This is an optimization exercise on Yosys and OpenROAD, whose aim is small area, not a production implementation. Only simulation tests tie the RTL to the original design; equivalence was not proved. No driver is modelled on the clock port, so clocking that relies on it looks cheaper here than on a real chip.

main:
Design reg_file_mp, start of the top module:
module reg_file_mp #(
    parameter int DATA_W = 32,
    parameter int ADDR_W = 5,
    parameter int NUM_RD = 4
) (
    input  logic                     clk,
    input  logic                     rst,
    output logic                     ready,
    input  logic                     we0,
    input  logic [ADDR_W-1:0]        wa0,
    input  logic [DATA_W-1:0]        wd0,
    input  logic                     we1,
    input  logic [ADDR_W-1:0]        wa1,
    input  logic [DATA_W-1:0]        wd1,
    input  logic [NUM_RD*ADDR_W-1:0] ra,
    output logic [NUM_RD*DATA_W-1:0] rd
);
For scale: about 990 flip-flops, roughly 230 I/O pins, ~52000 um2 of cells after synthesis.
export LEC_CHECK = 0
export CAP_MARGIN = 20
export CELL_PAD_IN_SITES_DETAIL_PLACEMENT = 1
export CELL_PAD_IN_SITES_GLOBAL_PLACEMENT = 2
export CORE_MARGIN = 2
export CORE_UTILIZATION = 40
export PLACE_DENSITY = 0.55
export SETUP_SLACK_MARGIN = 0.15
export SLEW_MARGIN = 20
export SYNTH_HIERARCHICAL = 1
export SYNTH_MINIMUM_KEEP_SIZE = 0
create_clock -name core_clock -period 5.5 [get_ports {clk}]
standard.sh (not shown) runs the stock make flow with config.mk's settings and CLKGATE_MAP_FILE= SYNTH_SCRIPT=/design/flow/synth_recipe.tcl, a recipe that flattens the netlist after the stock synthesis.
==> flow/flow/run.sh <==
#!/bin/bash
# Standard ORFS layout with these changes: ports buffered with buf_2 instead of the
# default delay-cell buffer; CTS without dummy loads, clkbuf_4/8 in clusters of up to 20;
# global routing offered less of met1/met2 (fastroute.tcl).
set -euo pipefail
export BUFFER_PORTS_ARGS="-buffer_cell sky130_fd_sc_hd__buf_2"
export CTS_ARGS="-sink_clustering_enable -repair_clock_nets -dont_use_dummy_load -buf_list {sky130_fd_sc_hd__clkbuf_4 sky130_fd_sc_hd__clkbuf_8} -sink_clustering_size 20 -sink_clustering_max_diameter 40"
here=$(cd "$(dirname "$0")" && pwd)
export FASTROUTE_TCL=$here/fastroute.tcl
export PRE_GLOBAL_ROUTE_TCL=$here/fastroute.tcl
bash standard.sh > standard.log 2>&1
==> flow/flow/fastroute.tcl <==
# Global routing layers as the platform's fastroute.tcl, but with less of met1 and met2
# offered to the global router, so that horizontal wires go to met3 and pin access on
# met1 is left room.
set_global_routing_layer_adjustment $::env(MIN_ROUTING_LAYER)-$::env(MAX_ROUTING_LAYER) 0.2
set_global_routing_layer_adjustment met1 0.5
set_global_routing_layer_adjustment met2 0.3

set_routing_layers -clock $::env(MIN_CLK_ROUTING_LAYER)-$::env(MAX_ROUTING_LAYER)
set_routing_layers -signal $::env(MIN_ROUTING_LAYER)-$::env(MAX_ROUTING_LAYER)
main ended with every stage complete and zero timing, DRC or antenna violations.
Modified inputs, the feature branch compared to main
- SETUP_SLACK_MARGIN no longer set, was 0.15
- CAP_MARGIN now 10, was 20
- SLEW_MARGIN now 10, was 20
-- flow/flow/run.sh --
<<< main, line 4
# global routing offered less of met1/met2 (fastroute.tcl).
>>> the feature branch, line 4
# global routing offered less of met1/met2 (fastroute.tcl); repair buffers up to
# buf_6 only (dontuse.tcl).
<<< main, line 10
export PRE_GLOBAL_ROUTE_TCL=$here/fastroute.tcl
>>> the feature branch, line 11
export PRE_GLOBAL_ROUTE_TCL=$here/grt_prep.tcl
export PRE_GLOBAL_PLACE_TCL=$here/dontuse.tcl
export PRE_RESIZE_TCL=$here/dontuse.tcl
export PRE_CTS_TCL=$here/dontuse.tcl
==> flow/flow/dontuse.tcl (new file) <==
# Keep the resizer to buffers up to buf_6 when it repairs long select and data nets.
set_dont_use [list sky130_fd_sc_hd__buf_8 sky130_fd_sc_hd__buf_12 sky130_fd_sc_hd__buf_16]
==> flow/flow/grt_prep.tcl (new file) <==
source [file join [file dirname [info script]] dontuse.tcl]
source [file join [file dirname [info script]] fastroute.tcl]
[summary]
In the feature branch the implementation ran to completion but is not tape-out ready, as the final checks report max-capacitance violations, max-slew violations, negative setup slack.
The feature branch — wire length 1.4% higher, main as reference
main ended up with rd[119] as its endpoint of the worst setup timing path; the feature branch ended up with rd[25].
The setup slack of the most critical reg-to-reg path of the feature branch is lower than that of main.
Summary — number of nets in the layout, the feature branch relative to main: higher, by 213.
ra[16] as the beginning of the critical path was reported by main, and ra[1] by the feature branch.
Compared with main, in the feature branch hold slack now sits higher; critical path buffer and inverter count went up by 2.

## port drivers added, routing unchanged
The results above use ideal ports. As a check the final layouts listed here were re-extracted and re-timed, cells and wires unchanged. Step 1 assumes that a clkbuf_16 drives the clock port and a buf_2 every other input. Step 2 adds t to the input delays and takes it off the output delays; t is the mean of the earliest and latest rising clock arrival at the registers after step 1. Input paths then give back, and output paths get back, about the clock's delay inside the block. Three values: ideal ports, drivers, drivers and shift; two values: the first two.
run | t, ns | setup WS [ns] | worst register clock-pin slew, ns
main | 1.032 | 0.128 / -0.031 / -0.031 | 0.09 / 0.09
the feature branch | 1.018 | -0.208 / -0.240 / -0.240 | 0.09 / 0.09
With both steps, setup timing fails in main, where it was met with ideal ports. For main, which loses most, drivers alone change the setup slack by -0.159 ns; drivers and shift together by -0.159 ns.
